This design comes from an exercise in tuning for small area, a short achievable clock period and few clock cycles per item on the open sky130 flow, not from production work.
At most, simulation tests tie the RTL to the original design; equivalence was not proved.
Only the layout flow was run in runs 1 to 6; the RTL was not checked for function there.
Power figures rest on the tool's default switching activity, not on a simulated workload.

`config.mk`:
```
export PLATFORM = sky130hd
export DESIGN_NAME = backlight_fade_dim_controller
export DESIGN_NICKNAME = backlight_fade_dim_controller
export VERILOG_FILES = /design/flow/design.v
export SDC_FILE = /design/flow/constraint.sdc
export NUM_CORES = 4
export LEC_CHECK = 0
export CAP_MARGIN = 20
export CORE_MARGIN = 2
export CORE_UTILIZATION = 40
export SLEW_MARGIN = 20
```
`constraint.sdc`:
```
create_clock -name core_clock -period 9.0 [get_ports {clk}]
set_input_delay 1.8000 -clock core_clock [delete_from_list [all_inputs] [get_ports {clk}]]
set_output_delay 1.8000 -clock core_clock [all_outputs]
set_load 0.01 [all_outputs]
```
`design.v`:
```
`timescale 1ns / 1ps
package bfdc_pkg;
  typedef enum logic [2:0] {
    FUNC_UPDATE = 3'd0,
    FUNC_PREDIM = 3'd1,
    FUNC_OFF    = 3'd2,
    FUNC_ON     = 3'd3,
    FUNC_RESET  = 3'd4
  } func_t;
  typedef enum logic [2:0] {
    CFG_BRIGHTNESS    = 3'd0,
    CFG_SLEEP_TIMEOUT = 3'd1,
    CFG_DIM_LEAD      = 3'd2,
    CFG_DIM_END_FRAC  = 3'd3,
    CFG_PREDIM_FRAC   = 3'd4,
    CFG_MIN_DIM_DUTY  = 3'd5
  } cfg_idx_t;
  typedef struct packed {
    logic load;
    logic prep;
    logic div_init;
    logic div_step;
    logic commit;
  } cmd_t;
  typedef struct packed {
    logic need_div;
    logic div_last;
  } status_t;
endpackage
`timescale 1ns / 1ps
module bfdc_add #(
  parameter int N = 32
) (
  input  logic [N-1:0] a,
  input  logic [N-1:0] b,
  input  logic         ci,
  output logic [N-1:0] s,
  output logic         co
);
  localparam int LV = $clog2(N);
  logic [LV:0][N-1:0] g, p;
  logic [N-1:0]       x;
  assign x    = a ^ b;
  assign p[0] = x;
  assign g[0] = (a & b) | {{(N-1){1'b0}}, x[0] & ci};
  for (genvar l = 0; l < LV; l++) begin : g_lv
    for (genvar i = 0; i < N; i++) begin : g_bit
      if (((i >> l) & 1) == 1) begin : g_op
        localparam int J = ((i >> l) << l) - 1;
        assign g[l+1][i] = g[l][i] | (p[l][i] & g[l][J]);
        assign p[l+1][i] = p[l][i] & p[l][J];
      end else begin : g_pass
        assign g[l+1][i] = g[l][i];
        assign p[l+1][i] = p[l][i];
      end
    end
  end
  assign s  = x ^ {g[LV][N-2:0], ci};
  assign co = g[LV][N-1];
endmodule
`timescale 1ns / 1ps
module backlight_fade_dim_controller #(
  parameter int TIME_BITS = 32,
  parameter int DUTY_BITS = 8
) (
  input  logic                 clk,
  input  logic                 rst,
  input  logic                 cfg_valid,
  output logic                 cfg_ready,
  input  logic [2:0]           cfg_index,
  input  logic [TIME_BITS-1:0] cfg_data,
  input  logic                 in_valid,
  output logic                 in_ready,
  input  logic [2:0]           func,
  input  logic [TIME_BITS-1:0] now_ms,
  input  logic [TIME_BITS-1:0] last_activity_ms,
  input  logic                 in_dim_phase,
  output logic                 out_valid,
  input  logic                 out_ready,
  output logic [DUTY_BITS-1:0] duty,
  output logic                 duty_written,
  output logic                 pwm_running,
  output logic                 backlight_cut
);
  assign cfg_ready = 1'b1;
  logic [7:0]  cB, cFe, cFp, cM;
  logic [31:0] cT, cL;
  always_ff @(posedge clk) begin
    if (rst) begin
      cB  <= 8'd180;
      cT  <= 32'd30000;
      cL  <= 32'd5000;
      cFe <= 8'd31;
      cFp <= 8'd77;
      cM  <= 8'd4;
    end else if (cfg_valid) begin
      case (cfg_index)
        3'd0: cB  <= cfg_data[7:0];
        3'd1: cT  <= cfg_data;
        3'd2: cL  <= cfg_data;
        3'd3: cFe <= cfg_data[7:0];
        3'd4: cFp <= cfg_data[7:0];
        3'd5: cM  <= cfg_data[7:0];
        default: begin
        end
      endcase
    end
  end
  logic [7:0] dd;      
  logic [7:0] ec;      
  logic [7:0] plc;     
  logic       lbok;    
  logic [1:0] pc;      
  logic       tE2, tP2, tE3, tP3, tE4, tP4;
  logic sv;            
  logic adv;           
  logic acc;
  assign adv      = !sv;
  assign in_ready = !sv && !pc[1];
  assign acc      = in_valid && in_ready;
  logic [31:0] st_start;
  logic        st_started;
  logic        st_cut;
  logic m_tick, m_wrf, m_clrf, m_srcp, m_cut;
  always_comb begin
    m_tick = (func == 3'd0) && !st_cut;
    m_wrf  = (func == 3'd1) || ((func == 3'd3) && st_cut);
    m_clrf = ((func == 3'd2) && !st_cut) || (func == 3'd4);
    m_srcp = (func == 3'd1);
    m_cut  = (func == 3'd2) ? 1'b1 : (func == 3'd3) ? 1'b0 : st_cut;
  end
  always_ff @(posedge clk) begin
    if (rst) begin
      st_start   <= '0;
      st_started <= 1'b0;
      st_cut     <= 1'b0;
    end else if (acc) begin
      st_cut <= m_cut;
      if (m_tick && !st_started) begin
        st_start   <= now_ms;
        st_started <= 1'b1;
      end
      if (func == 3'd4) begin
        st_start   <= '0;
        st_started <= 1'b0;
      end
    end
  end
  logic        v1, tick1, dim1, wrf1, clrf1, srcp1, cut1;
  logic [31:0] now1, ps1, pc1;
  logic [31:0] ps0, pc0;
  always_comb begin
    ps0 = now_ms ^ ~last_activity_ms ^ ~cT;
    pc0 = {(now_ms[30:0] & ~last_activity_ms[30:0]) | (now_ms[30:0] & ~cT[30:0]) |
           (~last_activity_ms[30:0] & ~cT[30:0]), 1'b1};
  end
  always_ff @(posedge clk) begin
    if (rst) begin
      v1 <= 1'b0;
    end else if (adv) begin
      v1 <= acc;
    end
  end
  always_ff @(posedge clk) begin
    if (adv) begin
      tick1 <= m_tick;
      dim1  <= in_dim_phase;
      wrf1  <= m_wrf;
      clrf1 <= m_clrf;
      srcp1 <= m_srcp;
      cut1  <= m_cut;
      now1  <= now_ms;
      ps1   <= ps0;
      pc1   <= pc0;
    end
  end
  logic [31:0] elapsed1, pos1;
  bfdc_add #(.N(32)) u_elapsed (
    .a(now1), .b(~st_start), .ci(1'b1), .s(elapsed1), .co());
  logic [31:0] ps_b, pc_b;
  always_comb begin
    ps_b = ps1 ^ pc1 ^ cL;
    pc_b = {(ps1[30:0] & pc1[30:0]) | (ps1[30:0] & cL[30:0]) | (pc1[30:0] & cL[30:0]), 1'b1};
  end
  bfdc_add #(.N(32)) u_pos (.a(ps_b), .b(pc_b), .ci(1'b0), .s(pos1), .co());
  logic        v2, tick2, dim2, wrf2, clrf2, srcp2, cut2, ehz2;
  logic [7:0]  elo2;
  logic [31:0] pos2;
  always_ff @(posedge clk) begin
    if (rst) begin
      v2 <= 1'b0;
    end else if (adv) begin
      v2 <= v1;
    end
  end
  always_ff @(posedge clk) begin
    if (adv) begin
      tick2 <= tick1;
      dim2  <= dim1;
      wrf2  <= wrf1;
      clrf2 <= clrf1;
      srcp2 <= srcp1;
      cut2  <= cut1;
      elo2  <= elapsed1[7:0];
      ehz2  <= (elapsed1[31:8] == 24'd0);
      pos2[31:8] <= pos1[31:8] & {24{!pc[1]}};
      pos2[7:0]  <= !pc[1] ? pos1[7:0] : pc[0] ? cFe : cFp;
    end
  end
  logic       lt2, plt2, wt2, isdiv2, wr2, clr2;
  logic       pos_ge_l;
  logic [31:0] pos_m_l;
  bfdc_add #(.N(32)) u_plt (.a(pos2), .b(~cL), .ci(1'b1), .s(pos_m_l), .co(pos_ge_l));
  logic [7:0] lvq2;
  always_comb begin
    lt2    = ehz2 && (elo2 < cB);
    plt2   = !pos_ge_l;
    wt2    = lt2 || dim2 || (cB != 8'hFF);
    isdiv2 = tick2 && !lt2 && dim2 && plt2 && lbok;
    wr2    = tick2 ? wt2 : wrf2;
    clr2   = tick2 ? !wt2 : clrf2;
    lvq2   = (tick2 && lt2) ? elo2 : (tick2 && dim2) ? ec : cB;
  end
  function automatic logic [79:0] csa(input logic [39:0] a, input logic [39:0] b,
                                      input logic [39:0] c);
    logic [39:0] s, k;
    s = a ^ b ^ c;
    k = (a & b) | (a & c) | (b & c);
    csa = {s, k[38:0], 1'b0};
  endfunction
  logic [7:0][39:0] pp;
  logic [5:0][39:0] l1;
  logic [3:0][39:0] l2;
  logic [2:0][39:0] l3;
  logic [39:0] ms2, mc2;
  always_comb begin
    for (int j = 0; j < 8; j++) begin
      pp[j] = dd[j] ? ({8'd0, pos2} << j) : 40'd0;
    end
    {l1[0], l1[1]} = csa(pp[0], pp[1], pp[2]);
    {l1[2], l1[3]} = csa(pp[3], pp[4], pp[5]);
    l1[4] = pp[6];
    l1[5] = pp[7];
    {l2[0], l2[1]} = csa(l1[0], l1[1], l1[2]);
    {l2[2], l2[3]} = csa(l1[3], l1[4], l1[5]);
    {l3[0], l3[1]} = csa(l2[0], l2[1], l2[2]);
    l3[2] = l2[3];
    {ms2, mc2} = csa(l3[0], l3[1], l3[2]);
  end
  logic [10:3][13:0] mt;
  logic [39:0] ms3, mc3;
  always_ff @(posedge clk) begin
    if (rst) begin
      mt[3][13] <= 1'b0;
    end else if (adv) begin
      mt[3][13] <= v2;
    end
  end
  always_ff @(posedge clk) begin
    if (adv) begin
      mt[3][12:0] <= {wr2, clr2, cut2, isdiv2, srcp2 && !tick2, lvq2};
      ms3         <= ms2;
      mc3         <= mc2;
    end
  end
  logic [39:0] lsh3, ys3, yc3, y3;
  bfdc_add #(.N(40)) u_y3 (.a(ys3), .b(yc3), .ci(1'b0), .s(y3), .co());
  always_comb begin
    lsh3 = {1'b0, cL, 7'd0};
    ys3  = ms3 ^ mc3 ^ ~lsh3;
    yc3  = (ms3 & mc3) | ((ms3 | mc3) & ~lsh3);
    yc3  = {yc3[38:0], 1'b1};
  end
  logic [7:1][39:0] rr;
  always_ff @(posedge clk) begin
    if (rst) begin
      mt[4][13] <= 1'b0;
    end else if (adv) begin
      mt[4][13] <= mt[3][13];
    end
  end
  always_ff @(posedge clk) begin
    if (adv) begin
      rr[7]       <= y3;
      mt[4][12:0] <= {mt[3][12:8], mt[3][9] ? !y3[39] : mt[3][7], mt[3][6:0]};
    end
  end
  for (genvar i = 1; i <= 6; i++) begin : g_step
    logic        sg;
    logic [33:0] u, lx;
    logic [33:0] d;
    logic        q;
    logic [39:0] rn;
    logic [13:0] mn;
    bfdc_add #(.N(34)) u_step (.a(u), .b(lx), .ci(!sg), .s(d), .co());
    always_comb begin
      sg = rr[i+1][33+i];
      u  = rr[i+1][33+i:i];
      lx = sg ? {2'b0, cL} : ~{2'b0, cL};
      q  = !d[32];
      rn = '0;
      rn[32+i:0] = {d[32:0], rr[i+1][i-1:0]};
      mn = mt[10-i];
      if (mt[10-i][9]) mn[i] = q;
    end
    always_ff @(posedge clk) begin
      if (rst) begin
        mt[11-i][13] <= 1'b0;
      end else if (adv) begin
        mt[11-i][13] <= mn[13];
      end
    end
    always_ff @(posedge clk) begin
      if (adv) begin
        rr[i]          <= rn;
        mt[11-i][12:0] <= mn[12:0];
      end
    end
  end
  logic        v10, wr10, clr10, cut10, isdiv10, srcp10;
  logic [7:0]  lvq10;
  assign {v10, wr10, clr10, cut10, isdiv10, srcp10, lvq10} = mt[10];
  logic        q0;
  logic [33:0] d0;
  bfdc_add #(.N(34)) u_last (
    .a(rr[1][33:0]), .b(rr[1][33] ? {2'b0, cL} : ~{2'b0, cL}), .ci(!rr[1][33]), .s(d0), .co());
  logic [7:0]  a0, a1, c0, c1, level;
  logic [7:0]  r_duty;
  logic        r_pwm;
  logic        prod;
  always_comb begin
    q0     = !d0[32];
    a0     = cB - {lvq10[7:1], 1'b0};
    a1     = cB - {lvq10[7:1], 1'b1};
    c0     = (a0 < cM) ? cM : a0;
    c1     = (a1 < cM) ? cM : a1;
    level  = isdiv10 ? (q0 ? c1 : c0) : (srcp10 ? plc : lvq10);
    r_duty = wr10 ? level : duty;
    r_pwm  = wr10 || (!clr10 && pwm_running);
    prod   = v10 && adv;
  end
  logic [7:0] sd;
  logic       sw, sp, sc;
  logic       deliver;
  assign deliver = out_valid && out_ready;
  always_ff @(posedge clk) begin
    if (rst) begin
      out_valid     <= 1'b0;
      sv            <= 1'b0;
      duty          <= '0;
      duty_written  <= 1'b0;
      pwm_running   <= 1'b1;
      backlight_cut <= 1'b0;
    end else if (sv) begin
      if (deliver) begin
        sv            <= 1'b0;
        duty          <= sd;
        duty_written  <= sw;
        pwm_running   <= sp;
        backlight_cut <= sc;
      end
    end else if (prod) begin
      if (!out_valid || deliver) begin
        out_valid     <= 1'b1;
        duty          <= r_duty;
        duty_written  <= wr10;
        pwm_running   <= r_pwm;
        backlight_cut <= cut10;
      end else begin
        sv <= 1'b1;
        sd <= r_duty;
        sw <= wr10;
        sp <= r_pwm;
        sc <= cut10;
      end
    end else if (deliver) begin
      out_valid <= 1'b0;
    end
  end
  logic [15:0] xr;
  logic [7:0]  xe, xec, xpc;
  always_comb begin
    xr  = rr[7][15:0] + {cL[8:0], 7'd0};
    xe  = xr[15:8];
    xec = (xe < cM) ? cM : xe;
    xpc = xec;
  end
  always_ff @(posedge clk) begin
    if (rst) begin
      pc   <= 2'd0;
      tE2  <= 1'b0;
      tP2  <= 1'b0;
      tE3  <= 1'b0;
      tP3  <= 1'b0;
      tE4  <= 1'b0;
      tP4  <= 1'b0;
      dd   <= 8'd159;
      ec   <= 8'd21;
      plc  <= 8'd54;
      lbok <= 1'b1;
    end else if (cfg_valid) begin
      pc  <= 2'd3;
      tE2 <= 1'b0;
      tP2 <= 1'b0;
      tE3 <= 1'b0;
      tP3 <= 1'b0;
      tE4 <= 1'b0;
      tP4 <= 1'b0;
    end else begin
      if (pc != 2'd0) pc <= pc - 2'd1;
      tE2 <= (pc == 2'd3);
      tP2 <= (pc == 2'd2);
      tE3 <= tE2;
      tP3 <= tP2;
      tE4 <= tE3;
      tP4 <= tP3;
      if (pc == 2'd3) dd <= cB;
      if (tE4) begin
        dd   <= cB - xe;
        lbok <= (cL != 32'd0) && (cB > xe);
        ec   <= xec;
      end
      if (tP4) plc <= xpc;
    end
  end
endmodule
```
`flow/run.sh`:
```
#!/bin/bash
# Standard layout with a tighter setup repair target (SETUP_SLACK_MARGIN=5.5 ns).
set -euo pipefail
sed 's/"\${@:-finish}"/SETUP_SLACK_MARGIN=5.5 "\${@:-finish}"/' standard.sh > standard_margin.sh
grep -q "SETUP_SLACK_MARGIN=5.5" standard_margin.sh
bash standard_margin.sh finish > flow_make.log 2>&1
```
`standard.sh`:
```
#!/bin/bash
# synth_recipe.tcl (not shown) runs the flow's synth.tcl, then flattens the netlist and writes it again
# the make line also repeats each setting of config.mk as NAME=value (left out here)
make -C /OpenROAD-flow-scripts/flow DESIGN_CONFIG=/design/flow/config.mk WORK_HOME=/design/flow/orfs CLKGATE_MAP_FILE= SYNTH_SCRIPT=/design/flow/synth_recipe.tcl "${@:-finish}"
```
==> impl_metrics.toml, run 1 <==
[worst_setup_path]
crit_type = "flip-flop to flip-flop"
worst_path_largest_cell_delay_ns = 0.53
crit_fanout = 2
crit_chain = "inv_1 -> ha_2 -> fa_2 -> nor2b_2 -> o2111ai_2 -> and3_1 -> nor2b_1 -> o21a_1 -> nor2_1 -> fa_1 -> nand4_1 -> nor3_2 -> o311ai_1 -> nor3_1 -> o21ai_1 -> nor3_1 -> o311ai_1 -> a211o_1 -> nor4_4"
worstPathArrival_ns = 4.43
cp_slowest_cell = "fa_1"
critPathRequiredTime_ns = 9.50
critPathCaptureType = "flip-flop"
worst_setup_path_start_kind = "flip-flop"

[die]
num_rows = 131
start_util_pct = 40.2
die_y_um = 362
die_area_um2 = 131000
die_w_um = 362
placeableCoreArea_um2 = 127000
design.portCount = 122

[cts]
clkTransAtPathRegs_ns = 0.06
htree_num_levels = 3
cts_buffers = 91
holdBufCountCts = 0
root_buffer = "clkbuf_16"
clkLatencyLatePin_ns = 0.69
cts_buffer_depth = 3
cts_tree = "yes"
clock_sinks = 782

[detailed_routing]
routed_via_density = 5.20
wl_met2_um = 66800
ant_nets = 0
totalWireLength_um = 138000
top_layer = "met5"
num_vias = 35290
drtPass1Iterations = 5
drc = 0
drt_iter0_markers = 2459
m1WireLength_um = 60000
dr_wl_met3_um = 5940
wire_per_inst_um = 20.3

[timing]
fin_crit_ns = 3.93
hold_ws_ns = 0.406
setup_ws_ns = 5.07
hold_viol = 0
tns_ns = 0
worst_slew_pin_slew_ns = 1.06
fin_crit_sh_pct = 43.7
slew_headroom_pct = 29.3
finClkSkew_ns = 0.0585
finalSetupViolations = 0
rsz0062_at_grt = "true"
slew_viol_final = 0
fmax_mhz = 255

[placed_design]
numPortBuffers = 120
placed_area_um2 = 54500
pre_cts_slack_ns = 4.34
hpwlAfterDp_um = 95300
gp_congestion = 0.855

[power_and_ir_drop]
pwr-share-comb_pct = 61.1
clockPowerShare_pct = 14.0
sw_frac_of_total_pct = 40.4
p_seq_share_pct = 25.0
p_leak_nw = 25.4
internal_power_mw = 16.2
vdd_drop_max_mv = 0.212
netSwitchingPower_mw = 10.9
totalPowerFinal_mw = 27.1
p_per_area_nw_per_um2 = 438

[layout]
area_growth_pct = 20.8
drive_gt1_share_pct = 14.7
num_antenna_cells = 0
finalInstanceArea_um2 = 61900
nets = 5892

[hold_path]
hold_class = "flip-flop to flip-flop"

[global_route]
grt_pass1_vias = 35168
globalRoute.totalOverflow = 0
grt_max_degree = 178
antenna_found_initial = 7
grt_pass1_wl_um = 208000
grtUsageTotal_pct = 20.7

[outcome]
status = "timing/DRC/antenna clean"

[synth]
synthCells = 4718
yosysSeqAreaShare_pct = 42.2
ys_async_sr_fraction_pct = 0
synth-seq-cells = 782
synth_edf_count = 596
synth.avg_cell_area_um2 = 10.9
yosysWarnings = 1
synthDistinctLibCells = 81
syn-num-nets = 5562
ys.flop_type = "edfxtp_1"
syn-cell-area_um2 = 51200

[job]
cap_violations = 0
[synthesized netlist by cell type (6+ instances only)]
cell type,number,area share [%]
mux2i_1,41,0.80
a211oi_1,19,0.28
nand3_1,47,0.46
fa_1,322,13
o21bai_1,18,0.26
a31oi_1,26,0.32
and4_1,10,0.17
and2_1,228,2.8
xor2_1,89,1.5
edfxtp_1,596,35
o2111ai_1,8,0.14
a21o_1,79,1.2
nand4_1,28,0.34
nand2b_1,41,0.50
or3_1,23,0.28
nor4_1,13,0.16
inv_1,638,4.7
o21a_1,44,0.64
or2_2,13,0.16
clkbuf_1,140,1.0
a21oi_1,279,2.7
ha_1,414,10
nor2b_1,61,0.75
o211ai_1,43,0.63
dfxtp_1,186,7.3
xnor2_1,362,6.2
nor2_1,256,1.9
and3_1,14,0.17
nand2_1,331,2.4
a211o_1,7,0.12
o311ai_1,6,0.10
o21ai_0,115,1.1
nor3_1,55,0.54
a21boi_0,16,0.23
a22oi_1,35,0.51
a221oi_1,10,0.17
mux2_2,18,0.40
[kinds of logic (layout without fill, tap and decap cells)]
kind of cell	Yosys count	in the layout	share of synthesized area, %
AOI/OAI and AO/OA	762	763	9.43
buffers and inverters	790	1193	5.82
DFF	782	782	42.2
adders and majority gates	736	736	22.7
and+or+nand+nor	1137	1137	10.9
muxes	59	59	1.20
xor gates and xnor gates	451	451	7.71
other	1	1	0.00732
[registers in the layout, summed over array words and instances (netlist names), 31 cells and up]
register  count
cL           32
cT           32
mc3          35
ms3          39
mt          112
now1         32
pc1          31
pos2         32
ps1          32
rr          259
st_start     32
[path summary, 6_finish.rpt]
kind / endpoint / slack (ns) / startpoint / cells after the start
max: ehz2 / 5.07 / now1[0] / 19
min: mt[56] / 0.41 / mt[42] / 0
max reg2reg: ehz2 / 5.07 / now1[0] / 19
min reg2reg: mt[56] / 0.41 / mt[42] / 0
[layout make-up]
type	count	area, µm²
clock buffers	125	2550
clock inverters	42	487
fillers	11318	65500
inverters	641	2440
multi-input cells	3147	28600
flip-flops and latches	782	21700
well taps	1662	2080
repair buffers	385	4040
[layer usage]
layer  global-route usage (%)  vias up
met1                     27.5    17616
met4                     7.51        6
met3                     2.71      263
met2                     34.7      818
met5                        0        -
li1                         -    16587
[layout by cell type, fill, tap and decap left out, types with 14 or more instances in the layout]
master and instances:
or3_1 20, mux2i_1 33, clkinv_1 14, clkbuf_16 96, dfxtp_1 161, clkbuf_1 22
ha_4 26, a21o_1 79, a22oi_1 34, buf_6 38, nand2_1 324, xor2_1 83
fa_2 14, buf_4 177, a31oi_1 19, mux2_2 18, inv_1 630, a21oi_1 217
clkdlybuf4s50_1 117, nand4_1 28, o21ai_2 14, ha_1 380, a21oi_2 54, edfxtp_1 596
and2_1 225, o21ai_1 26, o21ai_0 76, buf_12 30, a211oi_1 14, fa_1 308
nor2b_1 53, nor3_1 44, nand3_1 45, dfxtp_2 14, o211ai_1 43, nand2b_1 40
nor2_1 250, o21a_1 43, xnor2_1 333, xnor2_2 23
[worst max-delay path, delay by kind of cell (launching register included)]
kind | cells | cell delay [ns]
flip-flops | 1 | 0.32
adder cells (fa/ha/maj) | 3 | 1.06
buffers and inverters | 1 | 0.04
AO/OA/AOI/OAI | 6 | 0.97
AND/OR/NAND/NOR | 9 | 1.37
[repair_timing]
| action | 4_1_cts | 5_1_grt |
|---|---|---|
| pin swaps | 101 | 149 |
| gates resized for setup | 306 | 244 |
| cloned | 11 | 3 |
| buffers inserted | 92 | 98 |
| setup endpoints to repair | 191 | 115 |
[through the flow]
stage,utilization [%],instances
6_report,48.6,6784
5_1_grt,48.6,6784
4_1_cts,47.0,6682
3_5_place_dp,42.8,6412
3_3_place_gp,42.8,6412
2_1_floorplan,-,4718
[power by group through the flow]
stage | Combinational (mW) | Sequential [mW] | Clock (mW)
finish | 16.5 | 6.76 | 3.79
global route | 18.7 | 6.85 | 4.00
CTS | 15.2 | 6.75 | 3.86
detailed placement | 13.7 | 6.82 | 0
global placement | 13.4 | 6.81 | 0
floorplan | 10.6 | 6.48 | 0
==> run 2, diff against run 1 <==
--- a/design.v
+++ b/design.v
@@ -147,13 +147,7 @@
     end
   end
   logic        v1, tick1, dim1, wrf1, clrf1, srcp1, cut1;
-  logic [31:0] now1, ps1, pc1;
-  logic [31:0] ps0, pc0;
-  always_comb begin
-    ps0 = now_ms ^ ~last_activity_ms ^ ~cT;
-    pc0 = {(now_ms[30:0] & ~last_activity_ms[30:0]) | (now_ms[30:0] & ~cT[30:0]) |
-           (~last_activity_ms[30:0] & ~cT[30:0]), 1'b1};
-  end
+  logic [31:0] now1, last1;
   always_ff @(posedge clk) begin
     if (rst) begin
       v1 <= 1'b0;
@@ -170,15 +164,17 @@
       srcp1 <= m_srcp;
       cut1  <= m_cut;
       now1  <= now_ms;
-      ps1   <= ps0;
-      pc1   <= pc0;
+      last1 <= last_activity_ms;
     end
   end
   logic [31:0] elapsed1, pos1;
   bfdc_add #(.N(32)) u_elapsed (
     .a(now1), .b(~st_start), .ci(1'b1), .s(elapsed1), .co());
-  logic [31:0] ps_b, pc_b;
+  logic [31:0] ps1, pc1, ps_b, pc_b;
   always_comb begin
+    ps1 = now1 ^ ~last1 ^ ~cT;
+    pc1 = {(now1[30:0] & ~last1[30:0]) | (now1[30:0] & ~cT[30:0]) | (~last1[30:0] & ~cT[30:0]),
+           1'b1};
     ps_b = ps1 ^ pc1 ^ cL;
     pc_b = {(ps1[30:0] & pc1[30:0]) | (ps1[30:0] & cL[30:0]) | (pc1[30:0] & cL[30:0]), 1'b1};
   end
==> run.sh (new file) <==
#!/bin/bash
# synth_recipe.tcl (not shown) runs the flow's synth.tcl, then flattens the netlist and writes it again
# the make line also repeats each setting of config.mk as NAME=value (left out here)
make -C /OpenROAD-flow-scripts/flow DESIGN_CONFIG=/design/flow/config.mk WORK_HOME=/design/flow/orfs CLKGATE_MAP_FILE= SYNTH_SCRIPT=/design/flow/synth_recipe.tcl finish
--- a/config.mk
+++ b/config.mk
@@ -8,4 +8,5 @@
 export CAP_MARGIN = 20
 export CORE_MARGIN = 2
 export CORE_UTILIZATION = 40
+export SETUP_SLACK_MARGIN = 5
 export SLEW_MARGIN = 20
removed: flow/run.sh
removed: standard.sh
==> impl_metrics.toml, run 2 <==
[global_route]
grtUsageTotal_pct = 18.7
met1_usage_pct = 24.0
grt_max_degree = 186
globalRoute.totalOverflow = 0
grt_pass1_vias = 33535
grtUsageMet3_pct = 2.73
gr-max-usage-layer = "met2"
grt_pass1_wl_um = 190000
antenna_found_initial = 7
grt_use_met2_pct = 32.3

[timing]
worst_slew_pin_slew_ns = 1.06
rsz0062_at_grt = "true"
fmax_mhz = 244
slew_headroom_pct = 29.2
hold_viol = 0
slew_viol_final = 0
fin_crit_sh_pct = 45.6
tns_ns = 0
setup_ws_ns = 4.90
finClkSkew_ns = 0.0693
hold_ws_ns = 0.415
finalSetupViolations = 0
fin_crit_ns = 4.10

[cts]
cts_tree = "yes"
root_buffer = "clkbuf_16"
clkTransAtPathRegs_ns = 0.06
clkLatencyLatePin_ns = 0.70
cts_buffer_depth = 3
cts_buffers = 87
htree_num_levels = 3
holdBufCountCts = 0
clock_sinks = 751

[worst_setup_path]
cp_slowest_cell = "fa_2"
crit_fanout = 4
r2r_cells = 16
crit_chain = "inv_2 -> ha_2 -> fa_2 -> nor2b_2 -> o31a_1 -> o211a_1 -> a21o_1 -> a21boi_2 -> fa_2 -> o2111ai_2 -> nor4_2 -> o2111ai_1 -> a211oi_2 -> nand3_1 -> or3_4 -> a2111oi_4"
path_common_cell = "fa_2"
r2r_slack_ns = 4.90
worst_setup_path_start_kind = "flip-flop"
crit_type = "flip-flop to flip-flop"
critPathRequiredTime_ns = 9.52
r2r-start = "now1[0]"
r2r_end = "ehz2"
worst_path_largest_cell_delay_ns = 0.54
worstPathArrival_ns = 4.62
critPathCaptureType = "flip-flop"

[detailed_routing]
totalWireLength_um = 121000
drc = 0
routed_via_density = 5.08
drt_iter0_markers = 1764
wire_per_inst_um = 18.4
num_vias = 33492
drtPass1Iterations = 5
ant_nets = 0

[synth]
synthCells = 4714
synth_most_common_cell = "inv_1"
ys.flop_type = "edfxtp_1"
yosysWarnings = 1
syn-cell-area_um2 = 50600
synth_area_leaders = "edfxtp_1 (34%), fa_1 (13%), ha_1 (10%)"
yosysSeqAreaShare_pct = 40.9
yosysTopAreaCell = "edfxtp_1"
synthDistinctLibCells = 80
synth_top_area_share_pct = 33.6
syn-num-nets = 5558
synth-seq-cells = 751
ys_async_sr_fraction_pct = 0
synth.avg_cell_area_um2 = 10.7
synth_edf_count = 565
synth_common_cells = "inv_1 (667), edfxtp_1 (565), ha_1 (414)"

[power_and_ir_drop]
p_seq_share_pct = 26.7
clockPowerShare_pct = 15.0
vdd_drop_max_mv = 0.222
sw_frac_of_total_pct = 40.6
netSwitchingPower_mw = 9.94
p_leak_nw = 24.0
internal_power_mw = 14.5
pwr-share-comb_pct = 58.3
p_per_area_nw_per_um2 = 425

[die]
die_area_um2 = 129000
placeableCoreArea_um2 = 126000
die_w_um = 359
design.portCount = 122
num_rows = 130
die_y_um = 359
start_util_pct = 40.3

[layout]
nets = 5707
drive_gt1_share_pct = 7.56
largest_register = "rr"
final_util_pct = 45.9
area_growth_pct = 13.9
final_cell_mix = "inv_1 (662), edfxtp_1 (565), ha_1 (411)"
final_common_cell = "inv_1"
largest_register_ffs = 259
reg_top3 = "rr x259, mt x112, ms3 x39"

[hold_path]
hold_class = "flip-flop to flip-flop"
min-delay-start = "mt[54]"
min_to = "mt[68]"
holdPathStages = 0

[placed_design]
numPortBuffers = 120
pre_cts_slack_ns = 4.42
gp_congestion = 0.860
hpwlAfterDp_um = 90600

[job]
cap_violations = 0

[outcome]
status = "timing/DRC/antenna clean"
run 2: cell count changes in the layout (fill, tap and decap cells not counted), moves of 31 or more:
cell,previous run,this run
ha_1,380,411
xnor2_1,333,367
inv_1,630,662
a21oi_2,54,15
a21o_1,79,112
a21oi_1,217,258
edfxtp_1,596,565
buf_4,177,71
run 2: power groups by stage:
| stage | sequential [mW] | combinational [mW] | clock (mW) |
|---|---|---|---|
| after floorplan | 6.28 | 10.9 | 0 |
| after global placement | 6.59 | 13.4 | 0 |
| after detailed placement | 6.60 | 13.7 | 0 |
| after CTS | 6.54 | 13.9 | 3.76 |
| after global routing | 6.62 | 16.5 | 3.90 |
| final | 6.52 | 14.3 | 3.67 |
run 2: worst max-delay path by stage:
stage | startpoint | endpoint | slack [ns]
final | now1[0] | ehz2 | 4.90
after global routing | now1[0] | ehz2 | 4.66
after CTS | cL[7] | mt[47] | 4.90
after detailed placement | cL[1] | mt[47] | 4.42
after global placement | cL[1] | mt[47] | 4.47
after floorplan | sv | clrf1 | -0.10
run 2: area by class of cell:
cell class              count  area (µm²)
diodes                      2        5.00
clock buffers              98        2280
clock inverters            64         728
fillers                 11620       68000
inverters                 667        2510
multi-input cells        3150       27300
flip-flops and latches    751       20700
well taps                1650        2060
repair buffers            206        1960
run 2: logic make-up (layout without fill, tap and decap cells):
logic type	Yosys count	in the layout	synth area share, %
flops	751	751	40.9
buf+inv	815	1035	6.08
fa+ha+maj	736	736	23.0
mux	60	62	1.28
xor+xnor	463	463	8.02
compound gates	799	799	10.2
simple gates	1089	1089	10.4
other cells	1	3	0.00742
run 2: worst max-delay path, delay by kind of cell (launching register included):
family	cells	cell delay [ns]
AO/OA/AOI/OAI	8	1.50
AND/OR/NAND/NOR	4	0.84
flip-flops	1	0.38
buffers and inverters	1	0.07
adder cells (fa/ha/maj)	3	1.12
run 2: per-stage QoR:
step	cell area [µm²]	power (mW)	std cells
2_1_floorplan	50600	17.2	4714
3_3_place_gp	53700	20.0	6394
3_5_place_dp	53700	20.3	6394
4_1_cts	57000	24.2	6562
5_1_grt	57600	27.1	6586
6_report	57600	24.5	6588
run 2: timing repair:
item,4_1_cts,5_1_grt
gates resized for setup,42,91
endpoints found under the hold margin,0,0
setup endpoints to repair,88,74
pin swaps,6,38
setup buffers,6,22
gates cloned,0,2
run 2: routing by layer:
metal	wire length, µm	up-vias	share of wire, %
met5	71	-	0.059
met4	3960	10	3.3
met3	5370	194	4.4
met2	58800	670	49
met1	52800	16417	44
li1	-	16201	-
==> run 3, diff against run 2 <==
--- a/design.v
+++ b/design.v
@@ -224,24 +224,34 @@
     k = (a & b) | (a & c) | (b & c);
     csa = {s, k[38:0], 1'b0};
   endfunction
-  logic [7:0][39:0] pp;
-  logic [5:0][39:0] l1;
-  logic [3:0][39:0] l2;
-  logic [2:0][39:0] l3;
-  logic [39:0] ms2, mc2;
+  logic [3:0]       bneg, bone, btwo;
+  logic [5:0][39:0] br;
+  logic [3:0][39:0] l1;
+  logic [2:0][39:0] l2;
+  logic [39:0]      ms2, mc2;
   always_comb begin
-    for (int j = 0; j < 8; j++) begin
-      pp[j] = dd[j] ? ({8'd0, pos2} << j) : 40'd0;
+    for (int k = 0; k < 4; k++) begin
+      logic       b2, b1, b0;
+      logic [32:0] mag;
+      logic [33:0] pat;
+      b2 = dd[2*k+1];
+      b1 = dd[2*k];
+      b0 = (k == 0) ? 1'b0 : dd[2*k-1];
+      bneg[k] = b2 && !(b1 && b0);
+      bone[k] = b1 ^ b0;
+      btwo[k] = (b2 && !b1 && !b0) || (!b2 && b1 && b0);
+      mag = bone[k] ? {1'b0, pos2} : btwo[k] ? {pos2, 1'b0} : 33'd0;
+      pat = bneg[k] ? ~{1'b0, mag} : {1'b0, mag};
+      br[k] = {6'd0, ~pat[33], pat[32:0]} << (2 * k);
     end
-    {l1[0], l1[1]} = csa(pp[0], pp[1], pp[2]);
-    {l1[2], l1[3]} = csa(pp[3], pp[4], pp[5]);
-    l1[4] = pp[6];
-    l1[5] = pp[7];
+    br[4] = dd[7] ? {pos2, 8'd0} : 40'd0;
+    br[5] = {1'b0, 1'b1, 1'b0, 1'b1, 1'b0, 1'b1, 1'b1, 26'd0, bneg[3], 1'b0, bneg[2], 1'b0,
+             bneg[1], 1'b0, bneg[0]};
+    {l1[0], l1[1]} = csa(br[0], br[1], br[2]);
+    {l1[2], l1[3]} = csa(br[3], br[4], br[5]);
     {l2[0], l2[1]} = csa(l1[0], l1[1], l1[2]);
-    {l2[2], l2[3]} = csa(l1[3], l1[4], l1[5]);
-    {l3[0], l3[1]} = csa(l2[0], l2[1], l2[2]);
-    l3[2] = l2[3];
-    {ms2, mc2} = csa(l3[0], l3[1], l3[2]);
+    l2[2] = l1[3];
+    {ms2, mc2} = csa(l2[0], l2[1], l2[2]);
   end
   logic [10:3][13:0] mt;
   logic [39:0] ms3, mc3;
==> impl_metrics.toml, run 3 <==
[layout]
final_cell_mix = "edfxtp_1 (568), inv_1 (476), ha_1 (438)"
largest_register_ffs = 259
area_growth_pct = 14.4
largest_register = "rr"
drive_gt1_share_pct = 8.58
finalInstanceArea_um2 = 57200
reg_top3 = "rr x259, mt x112, ms3 x40"
multi_input_area_um2 = 27200
final_common_cell = "edfxtp_1"
fillCellCount = 11464
final_util_pct = 46.2
area.sequential_um2 = 20800
nets = 5602

[power_and_ir_drop]
vdd_drop_max_mv = 0.191
p_per_area_nw_per_um2 = 408
p_leak_nw = 23.2

[synth]
synth_top_family_by_area = "adder cells"
synthDistinctLibCells = 70
yosys.area_share.adder_pct = 20.6
synth_most_common_cell = "edfxtp_1"
synth_common_cells = "edfxtp_1 (568), inv_1 (480), ha_1 (447)"
synth_xor_xnor_area_share_pct = 9.55
syn-num-nets = 5487
ys_async_sr_fraction_pct = 0
synth.avg_cell_area_um2 = 10.6
yosysSeqAreaShare_pct = 41.6
yosysTopAreaCell = "edfxtp_1"
yosysWarnings = 1
synthCells = 4697
synth-simple-area-share_pct = 9.43
synthMuxAreaShare_pct = 1.30
ys.flop_type = "edfxtp_1"
synth_top_area_share_pct = 34.1
syn-cell-area_um2 = 50000
synth_area_leaders = "edfxtp_1 (34%), ha_1 (11%), fa_1 (9.4%)"
synth-compound-area-share_pct = 12.2
synth-seq-cells = 754
synth_edf_count = 568

[die]
placeableCoreArea_um2 = 124000
die_y_um = 357
die_area_um2 = 128000
start_util_pct = 40.4
die_w_um = 357
num_rows = 129
design.portCount = 122

[outcome]
status = "timing/DRC/antenna clean"

[detailed_routing]
drc = 0
num_vias = 34439
routed_via_density = 5.28
wire_per_inst_um = 20.1
drt_iter0_markers = 2450
drtPass1Iterations = 6
totalWireLength_um = 131000
ant_nets = 0

[worst_setup_path]
worst_setup_path_start_kind = "flip-flop"
critPathCaptureType = "flip-flop"
worstPathArrival_ns = 4.41
r2r_slack_ns = 4.99
r2r_cells = 16
crit_fanout = 7
crit_type = "flip-flop to flip-flop"
critPathRequiredTime_ns = 9.41

[placed_design]
hpwlAfterDp_um = 93500
gp_congestion = 0.874
numPortBuffers = 120
placed_area_um2 = 53000
pre_cts_slack_ns = 4.06

[global_route]
grtUsageTotal_pct = 20.3
grt_max_degree = 175
grt_pass1_vias = 34058
antenna_found_initial = 10
grt_pass1_wl_um = 200000
globalRoute.totalOverflow = 0

[cts]
clkLatencyLatePin_ns = 0.71
htree_num_levels = 3
cts_tree = "yes"
holdBufCountCts = 0
root_buffer = "clkbuf_16"
clock_sinks = 754
cts_buffers = 86
clkTransAtPathRegs_ns = 0.06
cts_buffer_depth = 3

[hold_path]
hold_class = "flip-flop to flip-flop"
holdPathStages = 0

[timing]
setup_ws_ns = 4.99
hold_viol = 0
worst_slew_pin_slew_ns = 1.05
rsz0062_at_grt = "true"
slew_headroom_pct = 30.1
fin_crit_sh_pct = 44.6
fmax_mhz = 249
slew_viol_final = 0
finClkSkew_ns = 0.0674
tns_ns = 0
fin_crit_ns = 4.01
finalSetupViolations = 0

[job]
cap_violations = 0
-- run 3: layout make-up --
type / count / area share [%]
multi-input cells: 3247 / 47.6
diodes: 1 / 0.00438
repair buffers: 239 / 4.08
clock buffers: 108 / 3.96
inverters: 484 / 3.24
clock inverters: 52 / 1.14
well taps: 1637 / 3.58
flip-flops and latches: 754 / 36.4
-- run 3: cells by family (layout without fill, tap and decap cells) --
family	Yosys count	after routing
xor gates and xnor gates	545	545
buffers and inverters	699	883
muxes	62	62
adders and majority gates	682	682
DFF	754	754
other	1	2
AOI/OAI and AO/OA	930	932
and+or+nand+nor	1024	1025
-- run 3: through the flow --
step | cells | power (mW) | hold slack, ns
after floorplan | 4697 | 15.9 | 0.400
after global placement | 6304 | 18.8 | 0.400
after detailed placement | 6304 | 19.1 | 0.405
after CTS | 6484 | 23.1 | 0.392
after global routing | 6521 | 25.5 | 0.398
final | 6522 | 23.3 | 0.397
-- run 3: routing by layer --
layer  GRT usage, %  wire length [µm]  share of wire (%)
met1           26.3             56100                 43
met2           34.5             63500                 48
met3           3.35              6950                5.3
met4           6.99              4530                3.5
met5              0                91              0.069
-- run 3: worst max-delay path: stages (launching register included) --
cell and delay [ns]:
dfxtp_1 0.33, buf_12 0.14, fa_1 0.53, inv_1 0.07, ha_4 0.24, a21o_1 0.17, a31o_2 0.22, o21ai_2 0.18
a21oi_2 0.10, nor3_4 0.26, a21oi_2 0.11, o21bai_2 0.16, a21oi_2 0.09, o31a_1 0.26, or2_2 0.30, fa_2 0.39
xor2_1 0.17
-- run 3: what timing repair did --
| item | 4_1_cts | 5_1_grt |
|---|---|---|
| setup buffers | 19 | 33 |
| endpoints found under the setup margin | 144 | 96 |
| resized for setup | 73 | 110 |
| hold endpoints to repair | 0 | 0 |
| pin swaps | 36 | 58 |
| cloned | 1 | 3 |
-- run 3: where the power goes --
part	total, mW	leakage (nW)	internal (mW)	switching [mW]
clock network	3.65	1.41	2.12	1.53
logic	13.2	14.2	5.95	7.26
registers	6.49	7.59	5.80	0.691
-- run 3: final timing paths --
path	start	endpoint
max	cL[10]	rr[273]
min	rr[163]	rr[123]
max reg2reg	cL[10]	rr[273]
min reg2reg	rr[163]	rr[123]
==> run 4, diff against run 3 <==
--- a/config.mk
+++ b/config.mk
@@ -7,6 +7,7 @@
 export LEC_CHECK = 0
 export CAP_MARGIN = 20
 export CORE_MARGIN = 2
-export CORE_UTILIZATION = 40
+export CORE_UTILIZATION = 70
+export CTS_BUF_LIST = sky130_fd_sc_hd__clkbuf_8
 export SETUP_SLACK_MARGIN = 5
 export SLEW_MARGIN = 20
==> impl_metrics.toml, run 4 <==
[power_and_ir_drop]
p_per_area_nw_per_um2 = 404
clockPowerShare_pct = 13.6
netSwitchingPower_mw = 9.23
sw_frac_of_total_pct = 41.0
pwr-share-comb_pct = 57.6
p_leak_nw = 23.2
p_seq_share_pct = 28.8
vdd_drop_max_mv = 0.275
internal_power_mw = 13.3

[cts]
cts_buffers = 130
cts_tree = "yes"
htree_num_levels = 4
holdBufCountCts = 0
cts_buffer_depth = 3
root_buffer = "clkbuf_8"
clock_sinks = 754
clkLatencyLatePin_ns = 0.81
clkTransAtPathRegs_ns = 0.07

[timing]
slew_viol_final = 0
rsz0062_at_grt = "true"
finalSetupViolations = 0
fin_crit_sh_pct = 46.0
tns_ns = 0
hold_viol = 0
fin_crit_ns = 4.14
fmax_mhz = 242
slew_headroom_pct = 23.4
worst_slew_pin_slew_ns = 1.15
finClkSkew_ns = 0.0469

[synth]
synthDistinctLibCells = 70
synth_area_leaders = "edfxtp_1 (34%), ha_1 (11%), fa_1 (9.4%)"
syn-num-nets = 5487
ys_async_sr_fraction_pct = 0
syn-cell-area_um2 = 50000
yosysWarnings = 1
synth_top_area_share_pct = 34.1
yosysSeqAreaShare_pct = 41.6
synthCells = 4697
ys.flop_type = "edfxtp_1"
synth_common_cells = "edfxtp_1 (568), inv_1 (480), ha_1 (447)"
synth-seq-cells = 754
yosysTopAreaCell = "edfxtp_1"
synth.avg_cell_area_um2 = 10.6
synth_edf_count = 568
synth_most_common_cell = "edfxtp_1"

[layout]
fillCellCount = 4551
largest_register = "rr"
reg_top3 = "rr x259, mt x112, ms3 x40"
nets = 5640
final_common_cell = "edfxtp_1"
area_growth_pct = 11.6
final_cell_mix = "edfxtp_1 (568), inv_1 (502), ha_1 (439)"
largest_register_ffs = 259
finalInstanceArea_um2 = 55800
drive_gt1_share_pct = 9.23

[detailed_routing]
routed_via_density = 6.02
ant_nets = 0
drtPass1Iterations = 5
wire_per_inst_um = 20.9
drc = 0
totalWireLength_um = 123000
drt_iter0_markers = 3058
num_vias = 35516

[placed_design]
hpwlAfterDp_um = 88000
gp_congestion = 0.911
placed_area_um2 = 52100
numPortBuffers = 120

[worst_setup_path]
critPathCaptureType = "flip-flop"
crit_type = "flip-flop to flip-flop"
worstPathArrival_ns = 4.65
worst_setup_path_start_kind = "flip-flop"
critPathRequiredTime_ns = 9.51
crit_fanout = 3

[global_route]
grt_pass1_vias = 35574
globalRoute.totalOverflow = 0
grt_pass1_wl_um = 193000
antenna_found_initial = 4
grtUsageTotal_pct = 33.9
grt_max_degree = 163

[hold_path]
hold_class = "flip-flop to flip-flop"

[die]
start_util_pct = 71.0
die_w_um = 271
die_y_um = 271
placeableCoreArea_um2 = 70400
design.portCount = 122
die_area_um2 = 73500
num_rows = 97

[outcome]
status = "timing/DRC/antenna clean"

[job]
cap_violations = 0
## run 4: cell counts after synthesis
No cell type changed its count.
## run 4: worst max-delay path: stages (launching register included)
cell      delay [ns]
edfxtp_1        0.43
fa_1            0.53
fa_1            0.47
fa_2            0.44
a211oi_4        0.27
o21ai_2         0.11
a311oi_2        0.29
o21a_1          0.20
o31a_1          0.29
buf_4           0.19
o21ai_4         0.09
a31o_2          0.25
xnor2_2         0.22
nor2_1          0.06
## run 4: logic make-up (layout without fill, tap and decap cells)
kind of cell | Yosys count | count (layout) | synth area share (%)
buffers and inverters | 699 | 953 | 5.27
other | 1 | 5 | 0.00751
AND/OR/NAND/NOR | 1024 | 1025 | 9.43
AO/OA/AOI/OAI | 930 | 931 | 12.2
multiplexers | 62 | 62 | 1.30
XOR/XNOR | 545 | 545 | 9.55
flip-flops | 754 | 754 | 41.6
adder cells (fa/ha/maj) | 682 | 682 | 20.6
## run 4: path summary, 6_finish.rpt
check,start,to,slack (ns),cells past startpoint
min reg2reg,mt[61],mt[75],0.41,0
max reg2reg,now1[1],pos2[22],4.86,13
max,now1[1],pos2[22],4.86,13
min,mt[61],mt[75],0.41,0
## run 4: what timing repair did
item | CTS | global route
buffers inserted | 27 | 22
resized for setup | 104 | 63
setup endpoints to repair | 150 | 88
pin swaps | 47 | 37
gates cloned | 3 | 0
## run 4: metal layers
metal  global-route usage (%)  vias to the layer above  share of wire, %
li1                         -                    16640                 -
met1                     44.0                    17096                40
met2                     55.9                     1446                48
met3                     6.40                      332               8.0
met4                     14.6                        2               4.1
met5                        0                        -            0.0081
## run 4: per-stage QoR
step | hold WS [ns] | setup WS [ns] | total power [mW] | cells | utilization [%]
2_1_floorplan | 0.400 | 5.01 | 15.9 | 4697 | -
3_3_place_gp | 0.401 | 3.98 | 18.2 | 5606 | 74.0
3_5_place_dp | 0.405 | 3.87 | 18.8 | 5606 | 74.0
4_1_cts | 0.415 | 4.89 | 22.2 | 5871 | 78.6
5_1_grt | 0.426 | 4.77 | 24.5 | 5894 | 79.2
6_report | 0.410 | 4.86 | 22.5 | 5897 | 79.3
## run 4: cell type report
cell class | count | area (µm²) | area share, %
sequential | 754 | 20800 | 37.3
tap | 940 | 1180 | 2.11
clock inverter | 87 | 504 | 0.904
antenna | 4 | 10.0 | 0.0179
inverter | 484 | 1860 | 3.34
multi-input combinational | 3246 | 27100 | 48.6
timing repair buffer | 234 | 2270 | 4.07
clock buffer | 148 | 2040 | 3.65
## run 4: power groups by stage
stage	clock network, mW	registers [mW]	logic (mW)
after detailed placement	0	6.54	12.2
after global placement	0	6.53	11.6
final	3.07	6.50	13.0
after global routing	3.26	6.57	14.6
after floorplan	0	6.10	9.84
after CTS	3.11	6.48	12.6
==> run 5, diff against run 4 <==
==> flow/run.sh (new file) <==
#!/bin/bash
# Standard layout, with plain buf_1 cells (instead of the default pick) as the port buffers.
set -euo pipefail
sed "s/\"\${@:-finish}\"/'BUFFER_PORTS_ARGS=-buffer_cell sky130_fd_sc_hd__buf_1' \"\${@:-finish}\"/" standard.sh > standard_ports.sh
grep -q "BUFFER_PORTS_ARGS" standard_ports.sh
bash standard_ports.sh finish > flow_make.log 2>&1
==> standard.sh (new file) <==
#!/bin/bash
# synth_recipe.tcl (not shown) runs the flow's synth.tcl, then flattens the netlist and writes it again
# the make line also repeats each setting of config.mk as NAME=value (left out here)
make -C /OpenROAD-flow-scripts/flow DESIGN_CONFIG=/design/flow/config.mk WORK_HOME=/design/flow/orfs CLKGATE_MAP_FILE= SYNTH_SCRIPT=/design/flow/synth_recipe.tcl "${@:-finish}"
removed: run.sh
==> impl_metrics.toml, run 5 <==
[detailed_routing]
wire_per_inst_um = 20.9
ant_nets = 0
drc = 0
drtPass1Iterations = 6
routed_via_density = 5.99
num_vias = 35344
drt_iter0_markers = 2996
totalWireLength_um = 123000

[cts]
cts_buffers = 131
root_buffer = "clkbuf_8"
clock_sinks = 754
clkLatencyLatePin_ns = 0.81
holdBufCountCts = 0
cts_tree = "yes"
cts_buffer_depth = 3
htree_num_levels = 4
clkTransAtPathRegs_ns = 0.07

[worst_setup_path]
r2r_slack_ns = 5.01
r2r-start = "now1[0]"
cp.depth = 16
r2r_cells = 16
crit_fanout = 4
worst_path_largest_cell_delay_ns = 0.49
crit_chain = "buf_4 -> fa_1 -> inv_2 -> ha_4 -> inv_1 -> fa_2 -> a211oi_4 -> o21ai_2 -> a311oi_4 -> o21a_1 -> o31a_1 -> o22ai_4 -> a311o_1 -> a21oi_2 -> xnor2_1 -> nor2_1"
critPathRequiredTime_ns = 9.53
critPathCaptureType = "flip-flop"
cp_num_buf_inv = 3
worst_setup_path_start_kind = "flip-flop"
cp_slowest_cell = "fa_1"
crit_family = "compound AO/OA/AOI/OAI gates"
r2r_end = "pos2[31]"
crit_type = "flip-flop to flip-flop"
worstPathArrival_ns = 4.51

[hold_path]
min-delay-start = "mt[73]"
holdPathStages = 0
hold_class = "flip-flop to flip-flop"
min_to = "mt[87]"

[layout]
drive_gt1_share_pct = 9.22
nets = 5640
largest_register = "rr"
final_cell_mix = "edfxtp_1 (568), inv_1 (511), ha_1 (434)"
largest_register_ffs = 259
multi_input_area_um2 = 27200
final_util_pct = 78.3
area_growth_pct = 10.3
fillCellCount = 4695
final_common_cell = "edfxtp_1"
reg_top3 = "rr x259, mt x112, ms3 x40"
area.sequential_um2 = 20800

[global_route]
grt_use_met2_pct = 54.3
grt_max_degree = 173
grtUsageTotal_pct = 33.2
antenna_found_initial = 4
grt_pass1_wl_um = 189000
grtUsageMet3_pct = 6.88
gr-max-usage-layer = "met2"
globalRoute.totalOverflow = 0
grt_pass1_vias = 34886
met1_usage_pct = 43.3

[power_and_ir_drop]
netSwitchingPower_mw = 9.32
vdd_drop_max_mv = 0.393
p_per_area_nw_per_um2 = 411
p_leak_nw = 22.9
internal_power_mw = 13.3
p_seq_share_pct = 28.7
clockPowerShare_pct = 13.4
pwr-share-comb_pct = 58.0
sw_frac_of_total_pct = 41.2

[synth]
yosysSeqAreaShare_pct = 41.6
synth-seq-cells = 754
ys.flop_type = "edfxtp_1"
synth.avg_cell_area_um2 = 10.6
synth_edf_count = 568
synth_top_area_share_pct = 34.1
yosysTopAreaCell = "edfxtp_1"
yosysWarnings = 1
synth_most_common_cell = "edfxtp_1"
synth_area_leaders = "edfxtp_1 (34%), ha_1 (11%), fa_1 (9.4%)"
synthDistinctLibCells = 70
ys_async_sr_fraction_pct = 0
syn-cell-area_um2 = 50000
syn-num-nets = 5487
synth_common_cells = "edfxtp_1 (568), inv_1 (480), ha_1 (447)"
synthCells = 4697

[timing]
hold_viol = 0
tns_ns = 0
finClkSkew_ns = 0.0442
setup_ws_ns = 5.01
worst_slew_pin_slew_ns = 1.09
finalSetupViolations = 0
fin_crit_ns = 3.99
slew_viol_final = 0
fmax_mhz = 251
fin_crit_sh_pct = 44.3
slew_headroom_pct = 27.2
rsz0062_at_grt = "true"

[die]
placeableCoreArea_um2 = 70400
num_rows = 97
die_area_um2 = 73500
die_y_um = 271
design.portCount = 122
die_w_um = 271
start_util_pct = 71.0

[job]
cap_violations = 0

[placed_design]
numPortBuffers = 120
pre_cts_slack_ns = 4.37
gp_congestion = 0.901
hpwlAfterDp_um = 87200

[outcome]
status = "timing/DRC/antenna clean"
[run 5: cell count changes in the layout (fill, tap and decap cells not counted), moves of 6 or more]
cell,delta
clkdlybuf4s50_1,-119
inv_1,+9
buf_1,+119
buf_4,-12
ha_4,+6
buf_6,+8
[run 5: what timing repair did]
item                                    CTS  global route
buffers inserted                         18            26
gates cloned                              2             3
endpoints found under the setup margin  111            98
resized for setup                        65           111
pin swaps                                26            62
[run 5: stage by stage]
step,hold WS (ns),power [mW],instance area (µm²),instances
6_report,0.382,22.6,55100,5898
5_1_grt,0.406,24.6,55100,5898
4_1_cts,0.382,22.1,54400,5867
3_5_place_dp,0.405,18.8,51400,5608
3_3_place_gp,0.401,18.3,51300,5606
2_1_floorplan,0.400,15.9,50000,4697
[run 5: area by class of cell]
| type | count | share of cell area, % |
|---|---|---|
| tap | 940 | 2.13 |
| timing repair buffer | 232 | 2.85 |
| antenna | 2 | 0.00908 |
| sequential | 754 | 37.7 |
| multi-input combinational | 3247 | 49.4 |
| clock buffer | 145 | 3.62 |
| clock inverter | 94 | 0.933 |
| inverter | 484 | 3.35 |
[run 5: kinds of logic (layout without fill, tap and decap cells)]
family	Yosys count	in the layout	synth area share [%]
AND/OR/NAND/NOR	1024	1026	9.43
AO/OA/AOI/OAI	930	931	12.2
flip-flops	754	754	41.6
buffers and inverters	699	955	5.27
adder cells (fa/ha/maj)	682	682	20.6
XOR/XNOR	545	545	9.55
multiplexers	62	62	1.30
other	1	3	0.00751
[run 5: power groups by stage]
stage,clock [mW],combinational (mW),sequential (mW)
finish,3.03,13.1,6.49
global route,3.21,14.8,6.57
CTS,3.06,12.6,6.47
detailed placement,0,12.3,6.53
global placement,0,11.8,6.51
floorplan,0,9.84,6.10
[run 5: worst max path at each step]
stage | from | to | slack, ns
floorplan | rr[33] | duty[3] | 5.01
global placement | now1[0] | pos2[31] | 4.43
detailed placement | cL[0] | pos2[31] | 4.37
CTS | last1[1] | pos2[31] | 4.88
global route | now1[0] | ehz2 | 4.84
finish | now1[0] | pos2[31] | 5.01
[run 5: per-layer routing]
metal	vias to the layer above	share of wire [%]	routed length, µm
met5	-	0.017	21
met4	4	4.6	5720
met3	330	7.5	9250
met2	1385	47	58300
met1	16977	41	49900
li1	16648	-	-
==> run 6, diff against run 5 <==
--- a/config.mk
+++ b/config.mk
@@ -7,7 +7,6 @@
 export LEC_CHECK = 0
 export CAP_MARGIN = 20
 export CORE_MARGIN = 2
-export CORE_UTILIZATION = 70
-export CTS_BUF_LIST = sky130_fd_sc_hd__clkbuf_8
+export CORE_UTILIZATION = 40
 export SETUP_SLACK_MARGIN = 5
 export SLEW_MARGIN = 20
==> impl_metrics.toml, run 6 <==
[die]
design.portCount = 122
num_rows = 129
die_area_um2 = 128000
die_y_um = 357
placeableCoreArea_um2 = 124000
die_w_um = 357
start_util_pct = 40.4

[layout]
drive_gt1_share_pct = 8.29
largest_register = "rr"
finalInstanceArea_um2 = 56300
nets = 5590
final_cells = 6510
largest_register_ffs = 259
final_common_cell = "edfxtp_1"
fillCellCount = 11480
reg_top3 = "rr x259, mt x112, ms3 x40"
area_growth_pct = 12.7
final_cell_mix = "edfxtp_1 (568), inv_1 (477), ha_1 (438)"

[synth]
synth_top_area_share_pct = 34.1
synth_edf_count = 568
synth_area_leaders = "edfxtp_1 (34%), ha_1 (11%), fa_1 (9.4%)"
ys.flop_type = "edfxtp_1"
synth_common_cells = "edfxtp_1 (568), inv_1 (480), ha_1 (447)"
ys_async_sr_fraction_pct = 0
synthCells = 4697
synthDistinctLibCells = 70
synth.avg_cell_area_um2 = 10.6
syn-cell-area_um2 = 50000
yosysSeqAreaShare_pct = 41.6
yosysTopAreaCell = "edfxtp_1"
syn-num-nets = 5487
synth_most_common_cell = "edfxtp_1"
synth-seq-cells = 754
yosysWarnings = 1

[timing]
slew_headroom_pct = 32.2
fmax_mhz = 245
slew_viol_final = 0
rsz0062_at_grt = "true"
finalSetupViolations = 0
fin_crit_sh_pct = 45.3
finClkSkew_ns = 0.0623
setup_ws_ns = 4.93
fin_crit_ns = 4.07
tns_ns = 0
worst_slew_pin_slew_ns = 1.02
hold_viol = 0

[global_route]
globalRoute.totalOverflow = 0
grt_pass1_vias = 33905
grtUsageTotal_pct = 20.0
antenna_found_initial = 10
grt_pass1_wl_um = 197000
grt_max_degree = 176

[outcome]
status = "timing/DRC/antenna clean"

[detailed_routing]
ant_nets = 0
routed_via_density = 5.26
drtPass1Iterations = 5
num_vias = 34261
drt_iter0_markers = 2239
drc = 0
wire_per_inst_um = 19.8
totalWireLength_um = 129000

[cts]
htree_num_levels = 3
clkTransAtPathRegs_ns = 0.06
clock_sinks = 754
cts_tree = "yes"
cts_buffer_depth = 3
holdBufCountCts = 0
root_buffer = "clkbuf_16"
clkLatencyLatePin_ns = 0.70
cts_buffers = 86

[worst_setup_path]
r2r-start = "cT[1]"
crit_type = "flip-flop to flip-flop"
critPathRequiredTime_ns = 9.42
critPathCaptureType = "flip-flop"
worst_setup_path_start_kind = "flip-flop"
r2r_slack_ns = 4.93
r2r_cells = 15
crit_fanout = 5
worstPathArrival_ns = 4.50
r2r_end = "pos2[30]"

[power_and_ir_drop]
internal_power_mw = 13.8
pwr-share-comb_pct = 56.2
sw_frac_of_total_pct = 40.3
p_leak_nw = 22.8
netSwitchingPower_mw = 9.31
clockPowerShare_pct = 15.8
totalPowerFinal_mw = 23.1
p_per_area_nw_per_um2 = 410
p_seq_share_pct = 28.0
vdd_drop_max_mv = 0.194

[placed_design]
place_inst = 6303
placed_area_um2 = 52200
hpwlAfterDp_um = 92500
gp_congestion = 0.875
pre_cts_slack_ns = 3.82
numPortBuffers = 120

[job]
cap_violations = 0

[hold_path]
min-delay-start = "rr[204]"
min_to = "rr[164]"
holdPathStages = 0
hold_class = "flip-flop to flip-flop"
==> run 6: changes by cell type in the layout (fill, tap and decap cells not counted), moves of 6 or more <==
cell / delta
clkinv_1: -15
clkbuf_8: -142
inv_1: -34
clkbuf_16: +88
bufinv_16: +8
clkbuf_1: +21
dfxtp_4: +6
==> run 6: worst max-delay path, stage by stage (launching register included) <==
cell,delay [ns]
dfxtp_1,0.33
inv_1,0.06
fa_1,0.55
fa_1,0.44
fa_2,0.41
a211oi_4,0.25
o21ai_2,0.12
a311oi_2,0.29
o21a_1,0.24
o31a_1,0.15
buf_6,0.13
o22ai_4,0.10
a311o_1,0.40
buf_4,0.16
xnor2_2,0.11
nor2_1,0.06
==> run 6: cell type report <==
class                   count  area, µm²  share of cell area (%)
multi-input cells        3247      27200                    48.3
flip-flops and latches    754      20800                    37.0
clock buffers             112       2310                    4.10
well taps                1637       2050                    3.64
inverters                 484       1850                    3.28
repair buffers            227       1460                    2.58
clock inverters            48        631                    1.12
diodes                      1       2.50                 0.00444
==> run 6: power groups by stage <==
| stage | Clock (mW) | Sequential (mW) | Combinational (mW) |
|---|---|---|---|
| after global placement | 0 | 6.52 | 12.1 |
| after global routing | 3.85 | 6.56 | 14.8 |
| final | 3.64 | 6.47 | 13.0 |
| after floorplan | 0 | 6.10 | 9.84 |
| after detailed placement | 0 | 6.53 | 12.4 |
| after CTS | 3.73 | 6.47 | 12.8 |
==> run 6: metrics by stage <==
stage	util [%]	hold slack, ns
floorplan	-	0.400
global placement	42.2	0.400
detailed placement	42.2	0.405
CTS	45.0	0.413
global route	45.5	0.413
finish	45.5	0.412
==> run 6: logic make-up (layout without fill, tap and decap cells) <==
family	after synthesis	after routing	synth area share (%)
AND/OR/NAND/NOR	1024	1026	9.43
AO/OA/AOI/OAI	930	931	12.2
XOR/XNOR	545	545	9.55
adder cells (fa/ha/maj)	682	682	20.6
multiplexers	62	62	1.30
flip-flops	754	754	41.6
buffers and inverters	699	871	5.27
other	1	2	0.00751
==> run 6: routing by layer <==
metal | part of all wire (%) | global-route usage (%) | up-vias
met5 | 0.094 | 0 | -
met4 | 3.5 | 6.93 | 18
met3 | 5.0 | 3.00 | 223
met2 | 49 | 34.1 | 829
met1 | 43 | 25.7 | 16677
li1 | - | - | 16514
==> run 6: repair_timing <==
item / 4_1_cts / 5_1_grt
pin swaps: 37 / 47
endpoints found under the setup margin: 153 / 99
cloned: 2 / 3
gates resized for setup: 85 / 83
buffers inserted: 17 / 24
==> run 6: worst max-delay path by stage <==
| stage | start | end | slack (ns) |
|---|---|---|---|
| 4_1_cts | cL[6] | rr[273] | 4.89 |
| 6_report | cT[1] | pos2[30] | 4.93 |
| 3_3_place_gp | cL[10] | rr[273] | 3.82 |
| 5_1_grt | cT[1] | pos2[30] | 4.80 |
| 2_1_floorplan | rr[33] | duty[3] | 5.01 |
| 3_5_place_dp | cL[10] | rr[273] | 3.82 |
==> run 7, diff against run 6 <==
--- a/design.v
+++ b/design.v
@@ -37,7 +37,7 @@
   output logic [N-1:0] s,
   output logic         co
 );
-  localparam int LV = $clog2(N);
+  localparam int LV = (N > 32) ? 6 : (N > 16) ? 5 : (N > 8) ? 4 : (N > 4) ? 3 : (N > 2) ? 2 : 1;
   logic [LV:0][N-1:0] g, p;
   logic [N-1:0]       x;
   assign x    = a ^ b;
--- a/config.mk
+++ b/config.mk
@@ -7,6 +7,7 @@
 export LEC_CHECK = 0
 export CAP_MARGIN = 20
 export CORE_MARGIN = 2
-export CORE_UTILIZATION = 40
+export CORE_UTILIZATION = 70
+export CTS_BUF_LIST = sky130_fd_sc_hd__clkbuf_8
 export SETUP_SLACK_MARGIN = 5
 export SLEW_MARGIN = 20
==> impl_metrics.toml, run 7 <==
[timing]
fin_crit_ns = 3.99
worst_slew_pin_slew_ns = 1.09
slew_viol_final = 0
setup_ws_ns = 5.01
finClkSkew_ns = 0.0442
slew_headroom_pct = 27.2
finalSetupViolations = 0
hold_viol = 0
rsz0062_at_grt = "true"
tns_ns = 0
fin_crit_sh_pct = 44.3
hold_ws_ns = 0.382
fmax_mhz = 251

[cts]
htree_num_levels = 4
holdBufCountCts = 0
cts_tree = "yes"
cts_buffers = 131
root_buffer = "clkbuf_8"
clkLatencyLatePin_ns = 0.81
cts_buffer_depth = 3
clkTransAtPathRegs_ns = 0.07
clock_sinks = 754

[global_route]
globalRoute.totalOverflow = 0
grt_use_met2_pct = 54.3
gr-max-usage-layer = "met2"
grtUsageTotal_pct = 33.2
antenna_found_initial = 4
grt_pass1_wl_um = 189000
grtUsageMet3_pct = 6.88
grt_pass1_vias = 34886
grt_max_degree = 173
met1_usage_pct = 43.3

[layout]
final_cell_mix = "edfxtp_1 (568), inv_1 (511), ha_1 (434)"
final_util_pct = 78.3
multi_input_area_um2 = 27200
drive_gt1_share_pct = 9.22
reg_top3 = "rr x259, mt x112, ms3 x40"
largest_register_ffs = 259
area.sequential_um2 = 20800
nets = 5640
fillCellCount = 4695
area_growth_pct = 10.3
final_common_cell = "edfxtp_1"
final_cells = 5898
finalInstanceArea_um2 = 55100
largest_register = "rr"

[synth]
synth-seq-cells = 754
yosysTopAreaCell = "edfxtp_1"
synthDistinctLibCells = 70
syn-num-nets = 5487
synth_most_common_cell = "edfxtp_1"
synth_top_area_share_pct = 34.1
synthCells = 4697
ys.flop_type = "edfxtp_1"
synth_area_leaders = "edfxtp_1 (34%), ha_1 (11%), fa_1 (9.4%)"
ys_async_sr_fraction_pct = 0
synth.avg_cell_area_um2 = 10.6
synth_edf_count = 568
synth_common_cells = "edfxtp_1 (568), inv_1 (480), ha_1 (447)"
yosysWarnings = 1
yosysSeqAreaShare_pct = 41.6
syn-cell-area_um2 = 50000

[placed_design]
hpwlAfterDp_um = 87200
numPortBuffers = 120
place_inst = 5608
placed_area_um2 = 51400
gp_congestion = 0.901
pre_cts_slack_ns = 4.37

[die]
num_rows = 97
placeableCoreArea_um2 = 70400
start_util_pct = 71.0
die_y_um = 271
design.portCount = 122
die_w_um = 271
die_area_um2 = 73500

[worst_setup_path]
worstPathArrival_ns = 4.51
crit_type = "flip-flop to flip-flop"
r2r_cells = 16
worst_setup_path_start_kind = "flip-flop"
critPathRequiredTime_ns = 9.53
crit_fanout = 4
critPathCaptureType = "flip-flop"

[power_and_ir_drop]
p_leak_nw = 22.9
p_per_area_nw_per_um2 = 411
vdd_drop_max_mv = 0.393
totalPowerFinal_mw = 22.6

[job]
cap_violations = 0

[hold_path]
holdPathStages = 0
hold_class = "flip-flop to flip-flop"

[detailed_routing]
totalWireLength_um = 123000
drt_iter0_markers = 2996
routed_via_density = 5.99
ant_nets = 0
drc = 0
wire_per_inst_um = 20.9
drtPass1Iterations = 6
num_vias = 35344

[outcome]
status = "timing/DRC/antenna clean"
[run 7: cell counts after synthesis]
Identical to the previous run, type by type.
[run 7: what timing repair did]
action / CTS / global route
pin swaps: 26 / 62
endpoints found under the setup margin: 111 / 98
gates resized for setup: 65 / 111
cloned: 2 / 3
hold endpoints to repair: 0 / 0
buffers inserted: 18 / 26
[run 7: critical path, cell delays in order, from the launching register on]
cell	delay, ns
edfxtp_1	0.39
buf_4	0.15
fa_1	0.49
inv_2	0.05
ha_4	0.26
inv_1	0.05
fa_2	0.42
a211oi_4	0.26
o21ai_2	0.14
a311oi_4	0.28
o21a_1	0.20
o31a_1	0.24
o22ai_4	0.13
a311o_1	0.33
a21oi_2	0.16
xnor2_1	0.13
nor2_1	0.05
[run 7: worst paths after layout]
kind | from | end | slack [ns]
setup / recovery | now1[0] | pos2[31] | 5.01
hold / removal | mt[73] | mt[87] | 0.38
setup reg to reg | now1[0] | pos2[31] | 5.01
hold reg to reg | mt[73] | mt[87] | 0.38
[run 7: report_power, final]
group	internal, mW	switching (mW)	total (mW)
registers	5.80	0.693	6.49
logic	5.96	7.16	13.1
clock network	1.56	1.47	3.03
total	13.3	9.32	22.6
[run 7: logic make-up after synthesis]
logic type,synth area share (%)
muxes,1.30
other,0.00751
adders and majority gates,20.6
buffers and inverters,5.27
AOI/OAI and AO/OA,12.2
DFF,41.6
xor gates and xnor gates,9.55
and+or+nand+nor,9.43
[run 7: routing by layer]
metal / vias to the layer above / share of wire, %
li1: 16648 / -
met1: 16977 / 41
met2: 1385 / 47
met3: 330 / 7.5
met4: 4 / 4.6
met5: - / 0.017
[run 7: final cells by class]
class	count	share of cell area, %
antenna	2	0.00908
timing repair buffer	232	2.85
clock buffer	145	3.62
multi-input combinational	3247	49.4
inverter	484	3.35
tap	940	2.13
clock inverter	94	0.933
sequential	754	37.7
Testbench counts of run 7, summed over its fixed seeds: cycles 13,575, items 13,015.

==> afterwards: timing with drivers on the ports <==
The flow's constraints put no driver on any port. The routed layouts listed below were extracted and timed again, unchanged, in two steps. Step 1 sets driving cells, clkbuf_16 on the clock port and buf_2 on the other inputs (assumed; they add their load-dependent delay and slew). Step 2 times the ports against the registers' clock, not the clock port: input delays grow and output delays shrink by t, the midpoint of the rising clock arrivals with the driver on. a / b / c = ideal / step 1 / step 2; a / b = the first two.
run	shift t [ns]	slack for setup (ns)
run 1	0.737	5.071 / 5.071 / 4.821
run 2	0.745	4.896 / 4.896 / 4.580
run 3	0.758	4.990 / 4.990 / 4.698
run 4	0.849	4.860 / 4.860 / 4.672
run 5	0.853	5.014 / 5.014 / 4.960
run 6	0.743	4.926 / 4.926 / 4.926
run 7	0.853	5.014 / 5.014 / 4.960
After both steps every run listed still meets setup and hold.
